From an optimization exercise on the open Yosys and OpenROAD flow, aimed at a short achievable clock period and few clock cycles per item; shortcuts taken in it are not production practice.
Only simulation tests tie the RTL to the original design; equivalence was not proved.
Power and IR drop assume default switching activity.

**design/flow/run.sh**
```bash
#!/bin/bash
# synth_recipe.tcl (not shown) runs the flow's synth.tcl, then flattens the netlist and writes it again
# the make line also repeats each setting of config.mk as NAME=value (left out here)
make -C /OpenROAD-flow-scripts/flow DESIGN_CONFIG=/design/flow/config.mk WORK_HOME=/design/flow/orfs CLKGATE_MAP_FILE= SYNTH_SCRIPT=/design/flow/synth_recipe.tcl finish
```
**design/flow/config.mk**
```make
export PLATFORM = sky130hd
export DESIGN_NAME = pcie_mmio_ep
export DESIGN_NICKNAME = pcie_mmio_ep
export VERILOG_FILES = /design/flow/design.v
export SDC_FILE = /design/flow/constraint.sdc
export NUM_CORES = 4
export LEC_CHECK = 0
export CAP_MARGIN = 20
export CORE_MARGIN = 2
export CORE_UTILIZATION = 40
export SLEW_MARGIN = 20
```
**design/flow/constraint.sdc**
```tcl
create_clock -name core_clock -period 4.0 [get_ports {user_clk}]
set_input_delay 0.8000 -clock core_clock [delete_from_list [all_inputs] [get_ports {user_clk}]]
set_output_delay 0.8000 -clock core_clock [all_outputs]
set_load 0.01 [all_outputs]
```
**design/flow/design.v**
```verilog
`timescale 1ns/1ns
package pcie_mmio_pkg;
  localparam int DATA_W      = 64;
  localparam int DW_PER_BEAT = 2;
  localparam int REG_ADDR_W = 4;
  localparam logic [31:0] ID_WORD = 32'h9999_10ee;
  localparam logic [7:0] FMT_TYPE_MRD32 = 8'h00;
  localparam logic [7:0] FMT_TYPE_MWR32 = 8'h40;
  localparam logic [7:0] FMT_TYPE_CPLD  = 8'h4a;
  localparam logic [9:0]  LEN_ONE        = 10'd1;
  localparam logic [2:0]  CPL_STATUS_SC  = 3'b000;
  localparam logic [11:0] CPL_BYTE_COUNT = 12'd4;
  typedef struct packed {
    logic [DATA_W-1:0]      data;
    logic [DW_PER_BEAT-1:0] keep;
    logic                   last;
  } axis_beat_t;
  typedef struct packed {
    logic [7:0] bus;
    logic [4:0] dev;
    logic [2:0] func;
  } completer_id_t;
  typedef struct packed {
    logic                  wr_en;
    logic                  rd_en;
    logic [REG_ADDR_W-1:0] idx;
    logic [31:0]           wdata;
    logic [3:0]            be;
  } mmio_req_t;
  typedef struct packed {
    logic [15:0] requester_id;
    logic [7:0]  tag;
    logic [6:0]  lower_addr;
  } cpl_info_t;
  typedef enum logic [1:0] {
    kind_mem_rd,
    kind_mem_wr,
    kind_unsupported
  } tlp_kind_e;
  typedef enum logic [1:0] {
    rx_hdr,
    rx_addr,
    rx_drop,
    rx_wait_cpl
  } rx_state_e;
  typedef enum logic [1:0] {
    cpl_idle,
    cpl_beat0,
    cpl_beat1
  } cpl_state_e;
endpackage
`timescale 1ns/1ns
module pcie_reset_seq #(
  parameter int RESET_HOLD = 4096
) (
  input  logic       user_clk,
  input  logic       NO_RESET,
  input  logic       link_up,
  output logic       core_reset,
  output logic [3:0] led
);
  localparam int CNT_W = $clog2(RESET_HOLD + 1);
  logic [CNT_W-1:0] hold_cnt;
  logic             link_up_q;
  always_ff @(posedge user_clk) begin
    if (NO_RESET) begin
      hold_cnt   <= '0;
      core_reset <= 1'b1;
    end else if (hold_cnt != CNT_W'(RESET_HOLD)) begin
      hold_cnt   <= hold_cnt + 1'b1;
      core_reset <= 1'b1;
    end else begin
      core_reset <= 1'b0;
    end
  end
  always_ff @(posedge user_clk) begin
    link_up_q <= link_up;
  end
  assign led = ~{2'b00, core_reset, link_up_q};
endmodule
`timescale 1ns/1ns
module tlp_rx_decoder (
  input  logic                      user_clk,
  input  logic                      core_reset,
  input  pcie_mmio_pkg::axis_beat_t rx_beat,
  input  logic                      rx_valid,
  input  logic                      cpl_done,
  output logic                      rx_ready,
  output pcie_mmio_pkg::mmio_req_t  req,
  output logic                      cpl_start,
  output pcie_mmio_pkg::cpl_info_t  cpl_info
);
  pcie_mmio_pkg::rx_state_e             state;
  pcie_mmio_pkg::tlp_kind_e             hdr_kind;
  pcie_mmio_pkg::tlp_kind_e             kind;
  logic                  rx_take;
  logic [7:0]            fmt_type;
  logic [9:0]            length;
  logic [1:0]            byte_off;
  logic [3:0]            first_be;
  logic [15:0]           requester_id;
  logic [7:0]            tag;
  logic [6:0]            lower_addr;
  logic                  req_wr;
  logic                  req_rd;
  logic [pcie_mmio_pkg::REG_ADDR_W-1:0] req_idx;
  logic [31:0]           req_wdata;
  assign rx_ready = (state != pcie_mmio_pkg::rx_wait_cpl);
  assign rx_take  = rx_valid && rx_ready;
  assign fmt_type = rx_beat.data[31:24];
  assign length   = rx_beat.data[9:0];
  always_comb begin
    if (length != pcie_mmio_pkg::LEN_ONE) begin
      hdr_kind = pcie_mmio_pkg::kind_unsupported;
    end else if (fmt_type == pcie_mmio_pkg::FMT_TYPE_MWR32) begin
      hdr_kind = pcie_mmio_pkg::kind_mem_wr;
    end else if (fmt_type == pcie_mmio_pkg::FMT_TYPE_MRD32) begin
      hdr_kind = pcie_mmio_pkg::kind_mem_rd;
    end else begin
      hdr_kind = pcie_mmio_pkg::kind_unsupported;
    end
  end
  always_comb begin
    casez (first_be)
      4'b???1: byte_off = 2'd0;
      4'b??10: byte_off = 2'd1;
      4'b?100: byte_off = 2'd2;
      4'b1000: byte_off = 2'd3;
      default: byte_off = 2'd0;
    endcase
  end
  always_ff @(posedge user_clk) begin
    if (core_reset) begin
      state     <= pcie_mmio_pkg::rx_hdr;
      req_wr    <= 1'b0;
      req_rd    <= 1'b0;
      cpl_start <= 1'b0;
    end else begin
      req_wr    <= 1'b0;
      req_rd    <= 1'b0;
      cpl_start <= req_rd;
      case (state)
        pcie_mmio_pkg::rx_hdr: begin
          if (rx_take && !rx_beat.last) begin
            state <= (hdr_kind == pcie_mmio_pkg::kind_unsupported) ? pcie_mmio_pkg::rx_drop : pcie_mmio_pkg::rx_addr;
          end
        end
        pcie_mmio_pkg::rx_addr: begin
          if (rx_take) begin
            if (!rx_beat.last) begin
              state <= pcie_mmio_pkg::rx_drop;
            end else if (kind == pcie_mmio_pkg::kind_mem_rd) begin
              req_rd <= 1'b1;
              state  <= pcie_mmio_pkg::rx_wait_cpl;
            end else begin
              req_wr <= 1'b1;
              state  <= pcie_mmio_pkg::rx_hdr;
            end
          end
        end
        pcie_mmio_pkg::rx_drop: begin
          if (rx_take && rx_beat.last) begin
            state <= pcie_mmio_pkg::rx_hdr;
          end
        end
        pcie_mmio_pkg::rx_wait_cpl: begin
          if (cpl_done) begin
            state <= pcie_mmio_pkg::rx_hdr;
          end
        end
        default: state <= pcie_mmio_pkg::rx_hdr;
      endcase
    end
  end
  always_ff @(posedge user_clk) begin
    if (rx_take && state == pcie_mmio_pkg::rx_hdr) begin
      kind         <= hdr_kind;
      requester_id <= rx_beat.data[63:48];
      tag          <= rx_beat.data[47:40];
      first_be     <= rx_beat.data[35:32];
    end
    if (rx_take && state == pcie_mmio_pkg::rx_addr) begin
      req_idx    <= rx_beat.data[pcie_mmio_pkg::REG_ADDR_W+1:2];
      req_wdata  <= rx_beat.data[63:32];
      lower_addr <= {rx_beat.data[6:2], byte_off};
    end
  end
  assign req = {req_wr, req_rd, req_idx, req_wdata, first_be};
  assign cpl_info = {requester_id, tag, lower_addr};
endmodule
`timescale 1ns/1ns
module mmio_regfile (
  input  logic                     user_clk,
  input  logic                     core_reset,
  input  pcie_mmio_pkg::mmio_req_t req,
  output logic [31:0]              rd_data
);
  localparam int NUM_REGS = 2 ** pcie_mmio_pkg::REG_ADDR_W;
  logic [31:0] regs [1:NUM_REGS-1];
  logic        wr_hit;
  assign wr_hit = req.wr_en && (req.idx != '0);
  always_ff @(posedge user_clk) begin
    if (core_reset) begin
      for (int i = 1; i < NUM_REGS; i++) begin
        regs[i] <= '0;
      end
    end else if (wr_hit) begin
      for (int b = 0; b < 4; b++) begin
        if (req.be[b]) begin
          regs[req.idx][8*b +: 8] <= req.wdata[8*b +: 8];
        end
      end
    end
  end
  always_ff @(posedge user_clk) begin
    if (req.rd_en) begin
      if (req.idx == '0) begin
        rd_data <= pcie_mmio_pkg::ID_WORD;
      end else begin
        rd_data <= regs[req.idx];
      end
    end
  end
endmodule
`timescale 1ns/1ns
module tlp_cpl_builder (
  input  logic                         user_clk,
  input  logic                         core_reset,
  input  pcie_mmio_pkg::completer_id_t cfg_completer_id,
  input  logic                         cpl_start,
  input  pcie_mmio_pkg::cpl_info_t     cpl_info,
  input  logic [31:0]                  rd_data,
  input  logic                         tx_ready,
  output pcie_mmio_pkg::axis_beat_t    tx_beat,
  output logic                         tx_valid,
  output logic                         cpl_done
);
  pcie_mmio_pkg::cpl_state_e  state;
  logic [31:0] data_q;
  logic [31:0] hdr_dw0;
  logic [31:0] hdr_dw1;
  logic [31:0] hdr_dw2;
  logic        in_beat1;
  assign hdr_dw0 = {pcie_mmio_pkg::FMT_TYPE_CPLD, 14'd0, pcie_mmio_pkg::LEN_ONE};
  assign hdr_dw1 = {cfg_completer_id, pcie_mmio_pkg::CPL_STATUS_SC, 1'b0, pcie_mmio_pkg::CPL_BYTE_COUNT};
  assign hdr_dw2 = {cpl_info.requester_id, cpl_info.tag, 1'b0, cpl_info.lower_addr};
  assign in_beat1 = (state == pcie_mmio_pkg::cpl_beat1);
  assign tx_valid = cpl_start || (state != pcie_mmio_pkg::cpl_idle);
  assign cpl_done = in_beat1 && tx_ready;
  always_comb begin
    tx_beat.keep = '1;
    tx_beat.last = in_beat1;
    if (in_beat1) begin
      tx_beat.data = {data_q, hdr_dw2};
    end else begin
      tx_beat.data = {hdr_dw1, hdr_dw0};
    end
  end
  always_ff @(posedge user_clk) begin
    if (core_reset) begin
      state <= pcie_mmio_pkg::cpl_idle;
    end else begin
      case (state)
        pcie_mmio_pkg::cpl_idle: begin
          if (cpl_start) begin
            state <= tx_ready ? pcie_mmio_pkg::cpl_beat1 : pcie_mmio_pkg::cpl_beat0;
          end
        end
        pcie_mmio_pkg::cpl_beat0: begin
          if (tx_ready) begin
            state <= pcie_mmio_pkg::cpl_beat1;
          end
        end
        pcie_mmio_pkg::cpl_beat1: begin
          if (tx_ready) begin
            state <= pcie_mmio_pkg::cpl_idle;
          end
        end
        default: state <= pcie_mmio_pkg::cpl_idle;
      endcase
    end
  end
  always_ff @(posedge user_clk) begin
    if (cpl_start && state == pcie_mmio_pkg::cpl_idle) begin
      data_q <= rd_data;
    end
  end
endmodule
`timescale 1ns/1ns
module pcie_mmio_top #(
  parameter int RESET_HOLD = 16
) (
  input  logic                         user_clk,
  input  logic                         NO_RESET,
  input  logic                         link_up,
  input  pcie_mmio_pkg::completer_id_t cfg_completer_id,
  input  pcie_mmio_pkg::axis_beat_t    rx_beat,
  input  logic                         rx_valid,
  input  logic                         tx_ready,
  output logic                         rx_ready,
  output pcie_mmio_pkg::axis_beat_t    tx_beat,
  output logic                         tx_valid,
  output logic [3:0]                   led
);
  logic        core_reset;
  pcie_mmio_pkg::mmio_req_t   req;
  logic [31:0] rd_data;
  logic        cpl_start;
  pcie_mmio_pkg::cpl_info_t   cpl_info;
  logic        cpl_done;
  pcie_reset_seq #(
    .RESET_HOLD (RESET_HOLD)
  ) i_reset_seq (
    .user_clk   (user_clk),
    .NO_RESET   (NO_RESET),
    .link_up    (link_up),
    .core_reset (core_reset),
    .led        (led)
  );
  tlp_rx_decoder i_rx_decoder (
    .user_clk   (user_clk),
    .core_reset (core_reset),
    .rx_beat    (rx_beat),
    .rx_valid   (rx_valid),
    .cpl_done   (cpl_done),
    .rx_ready   (rx_ready),
    .req        (req),
    .cpl_start  (cpl_start),
    .cpl_info   (cpl_info)
  );
  mmio_regfile i_regfile (
    .user_clk   (user_clk),
    .core_reset (core_reset),
    .req        (req),
    .rd_data    (rd_data)
  );
  tlp_cpl_builder i_cpl_builder (
    .user_clk         (user_clk),
    .core_reset       (core_reset),
    .cfg_completer_id (cfg_completer_id),
    .cpl_start        (cpl_start),
    .cpl_info         (cpl_info),
    .rd_data          (rd_data),
    .tx_ready         (tx_ready),
    .tx_beat          (tx_beat),
    .tx_valid         (tx_valid),
    .cpl_done         (cpl_done)
  );
endmodule
`timescale 1ns/1ns
module pcie_mmio_ep (
  input  logic        user_clk,
  input  logic        NO_RESET,
  input  logic        link_up,
  input  logic [15:0] cfg_completer_id,
  input  logic [63:0] rx_data,
  input  logic [1:0]  rx_keep,
  input  logic        rx_last,
  input  logic        rx_valid,
  input  logic        tx_ready,
  output logic        rx_ready,
  output logic [63:0] tx_data,
  output logic [1:0]  tx_keep,
  output logic        tx_last,
  output logic        tx_valid,
  output logic [3:0]  led
);
  pcie_mmio_pkg::axis_beat_t rx_beat;
  pcie_mmio_pkg::axis_beat_t tx_beat;
  assign rx_beat = {rx_data, rx_keep, rx_last};
  assign tx_data = tx_beat.data;
  assign tx_keep = tx_beat.keep;
  assign tx_last = tx_beat.last;
  pcie_mmio_top #(
    .RESET_HOLD (16)
  ) i_top (
    .user_clk         (user_clk),
    .NO_RESET         (NO_RESET),
    .link_up          (link_up),
    .cfg_completer_id (cfg_completer_id),
    .rx_beat          (rx_beat),
    .rx_valid         (rx_valid),
    .tx_ready         (tx_ready),
    .rx_ready         (rx_ready),
    .tx_beat          (tx_beat),
    .tx_valid         (tx_valid),
    .led              (led)
  );
endmodule
```
==> key figures <==
Outcome
  • Outcome: complete, no violations

STA
  • Clock Skew: 0.0261 ns
  • Hold violation count in the final report: 0
  • RSZ-0062 raised after global routing: no
  • Relative slew slack: 0.287
  • F_max: 290 MHz
  • Setup-failing EPs final: 0
  • Setup TNS: 0 ns
  • Final worst slack: 0.546 ns
  • Fin crit period: 3.45 ns
  • Worst Tran Pin Value: 1.07 ns
  • Final Cycle Share: 0.864
  • Max-slew violation count: 0

Synth
  • Seq cells post-synth: 627
  • Area contributors post-synth: edfxtp_1, and2_1, mux4_2
  • Most frequent cells after synthesis: edfxtp_1, and2_1, and3_1
  • Yosys warning count: 4
  • Post-synthesis mux area share: 0.0959
  • Largest family of logic cells by synthesized area: simple AND/OR/NAND/NOR gates
  • Post-Synth Adder-Cell Area: 0.000907
  • Register area share after synthesis: 0.677
  • Cells after Synth: 1822
  • Commonest register cell after synthesis: edfxtp_1
  • Post-Synthesis Mean Instance Area: 15.1 um2
  • Ys async rst share: 0
  • Compound-gate portion of the synthesized area: 0.0448
  • Post-Synth XOR/XNOR Area: 0.00127
  • Simple-gate portion of the synthesized area: 0.152
  • Yosys top cell area share: 0.667
  • Count of cell types in the netlist: 55
  • Number of flops mapped to enable cells by yosys: 613
  • Dominant cell by count in the synthesized netlist: edfxtp_1
  • Yosys top cell by area: edfxtp_1
  • Post-synthesis cell area: 27600 um2

Power
  • Maximum vdd ir drop: 280 uV
  • Net switching fraction of the power: 0.195
  • Sw power: 2.58 mW
  • LEAKAGE: 12.7 nW
  • Internal power: 10.6 mW
  • Seq pwr share: 0.541
  • Comb pwr share: 0.012
  • Power Dens Cells: 409 nW/um2
  • Clock Power Share: 0.447
  • PnR Total Power: 13.2 mW

Worst setup path
  • Crit-path slowest cell: clkdlybuf4s50_1
  • Slowest Stage Delay on Critical Path: 0.59 ns
  • Worst path depth: 4
  • Worst setup SP type: flip-flop
  • Crit-path max FO: 42
  • CP Data Arrival Time: 2.65 ns
  • Crit end category: output pin
  • CP startpoint: i_top.i_cpl_builder.state[1]$_SDFFE_PP0P_
  • R2r startpoint: i_top.i_rx_decoder.req_idx[1]$_DFFE_PP_
  • Critical Path, Cell by Cell: nor2b_4, buf_4, and2_1, clkdlybuf4s50_1
  • WP buf/inv: 2
  • Critical path's top delay family: buffers and inverters
  • Reg2Reg Depth: 4
  • Required @ worst endpoint: 3.20 ns
  • Kind of critical path: flip-flop to output pin

Clock network
  • Buffer count from post-CTS setup fixing: 0
  • Worst-Skew Late Latency: 0.61 ns
  • CTS Buf Count: 68
  • Clock Sinks: 627
  • CTS Buffer Depth: 3
  • CTS tree: done
  • Htree depth: 3
  • Cts repair resizes: 0
  • Post-cts hold buffer count: 0
  • Clk root buf: clkbuf_16
  • Clock-pin slew on the worst setup and hold paths: 0.06 ns

Place
  • GP Congestion: 0.813
  • Final HPWL DP: 42.9 mm
  • Cells after DPL: 2802
  • Port Buffers: 139
  • Worst slack at placement: 1.19 ns

Global route
  • Gr ovfl total: 0
  • GRT Util Overall: 0.189
  • Number of global-route vias before repair: 15900
  • First-pass GRT wire length: 98.8 mm
  • Antenna violations before repair: 1
  • Largest net degree at the start of global routing: 59

Floorplan
  • Rows: 96
  • Die area: 71100 um2
  • Core ar.: 68500 um2
  • Die width: 267 um
  • Die height: 267 um
  • Initial core utilization: 0.403
  • IO Pins: 161

Min path
  • Hold Crit Class: flip-flop to flip-flop
  • Worst hold start: i_top.i_regfile.rd_data[27]$_SDFFCE_PP1P_
  • Worst hold path cell count: 0

Finish
  • Layout Utilization: 0.472
  • Synthesis-to-finish area growth: 17.0%
  • Final nets: 2080
  • Post-Layout Cell Count: 2923
  • Share of cells above drive strength 1: 0.176

Drt
  • Pre-Repair DR Iteration Count: 5
  • Via Count: 15600
  • DR WL/cell: 22.7 um
  • Drt drc: 0
  • Routed WL: 66.4 mm
  • Via density: 5.33
  • Antenna-violating nets left: 0
  • Initial drt markers: 1332

Flow run
  • Maxcap violations: 0
-- placed cells by master (no fill, tap or decap), drive strengths merged, types with 6 or more instances in the layout --
cell	count
a22oi	17
a21o	12
nand3	12
clkinv	31
a21oi	24
inv	21
clkdlybuf4s50	139
dfxtp	14
o22ai	32
mux2	37
nor2b	6
nand2b	9
clkbuf	85
nor3	14
mux4	75
edfxtp	613
a221o	21
nand2	11
mux2i	54
a221oi	16
a211oi	11
and2	427
and3	97
o21ai	45
nor2	86
buf	94
-- power by group through the flow --
stage / Combinational (mW) / Sequential (mW) / Clock, mW
2_1_floorplan: 0.0471 / 7.28 / 0
3_3_place_gp: 0.154 / 7.28 / 0
3_5_place_dp: 0.157 / 7.28 / 0
4_1_cts: 0.158 / 7.14 / 6.04
5_1_grt: 0.170 / 7.13 / 6.32
6_report: 0.157 / 7.14 / 5.90
-- final timing paths --
path / to / slack (ns)
worst max-delay path: tx_data[3] / 0.55
worst min-delay path: i_top.i_cpl_builder.data_q[27]$_DFFE_PP_ / 0.41
worst max register to register: i_top.i_regfile.rd_data[7]$_SDFFCE_PP1P_ / 1.17
worst min register to register: i_top.i_cpl_builder.data_q[27]$_DFFE_PP_ / 0.41
-- layout make-up --
cell class / instances / area [um2]
fillers: 5862 / 36200
flip-flops and latches: 627 / 18700
multi-input cells: 1041 / 8190
repair buffers: 233 / 2130
clock buffers: 85 / 1880
well taps: 882 / 1100
clock inverters: 35 / 214
inverters: 19 / 71.3
diodes: 1 / 2.50
-- metal layers --
layer | global-route usage | vias to the layer above | routed length (um)
li1 | - | 7142 | -
met1 | 0.259 | 7816 | 28500
met2 | 0.308 | 527 | 31900
met3 | 0.0313 | 85 | 4370
met4 | 0.0626 | 0 | 1640
met5 | 0 | - | 0
-- flip-flops by register name, indices dropped and copies added, names as in the netlist --
register	flops
i_top.i_cpl_builder.data_q	32
i_top.i_rx_decoder.req_idx	3
i_top.i_rx_decoder.kind	2
i_top.i_reset_seq.core_reset	1
i_top.i_rx_decoder.requester_id	16
i_top.i_rx_decoder.first_be	4
i_top.i_rx_decoder.req_rd	1
i_top.i_reset_seq.link_up_q	1
i_top.i_rx_decoder.tag	8
i_top.i_rx_decoder.req_wr	1
i_top.i_rx_decoder.lower_addr	4
i_top.i_regfile.regs	480
i_top.i_rx_decoder.state	2
i_top.i_regfile.rd_data	32
i_top.i_rx_decoder.req_wdata	32
i_top.i_rx_decoder.cpl_start	1
i_top.i_cpl_builder.state	2
i_top.i_reset_seq.hold_cnt	5
-- kinds of logic (layout without fill, tap and decap cells) --
kind of cell / after synthesis / after routing
multiplexers: 166 / 166
AO/OA/AOI/OAI: 182 / 182
AND/OR/NAND/NOR: 682 / 682
other: 2 / 6
adder cells (fa/ha/maj): 2 / 2
XOR/XNOR: 4 / 4
flip-flops: 627 / 627
buffers and inverters: 157 / 372
-- per-stage QoR --
step | area, um2 | hold WS (ns)
4_1_cts | 32300 | 0.418
3_3_place_gp | 30200 | 0.406
5_1_grt | 32300 | 0.425
2_1_floorplan | 27600 | 0.400
6_report | 32300 | 0.414
3_5_place_dp | 30200 | 0.405
Testbench counts, summed over its fixed seeds: cycles 8,496, tlps 2,400.

-- separate check: timing with driven ports --
How much do the figures lean on ideal ports? The routed layout below was timed once more, with nothing changed but the port constraints. Step 1 (the two cells are an assumption about what drives the block):
set clk [get_ports {user_clk}]
set_driving_cell -lib_cell sky130_fd_sc_hd__clkbuf_16 $clk
set_driving_cell -lib_cell sky130_fd_sc_hd__buf_2 [delete_from_list [all_inputs] $clk]
Step 2, shift: input delay + t, output delay - t, t = (earliest + latest rising clock arrival at the registers) / 2. This alone moves slack from input paths to output paths. Slacks: ideal ports / drivers / drivers and shift; pairs: ideal ports / drivers.
t (ns): 0.663
setup slack, ns: 0.546 / 0.482 / 1.145
latest minus earliest clock arrival (ns): 0.027 / 0.027
slew at the worst register clock pin (ns): 0.06 / 0.06
After both steps setup and hold are still met in this run. The setup slack of this run moves by -0.064 ns with the drivers and by +0.599 ns with both steps.
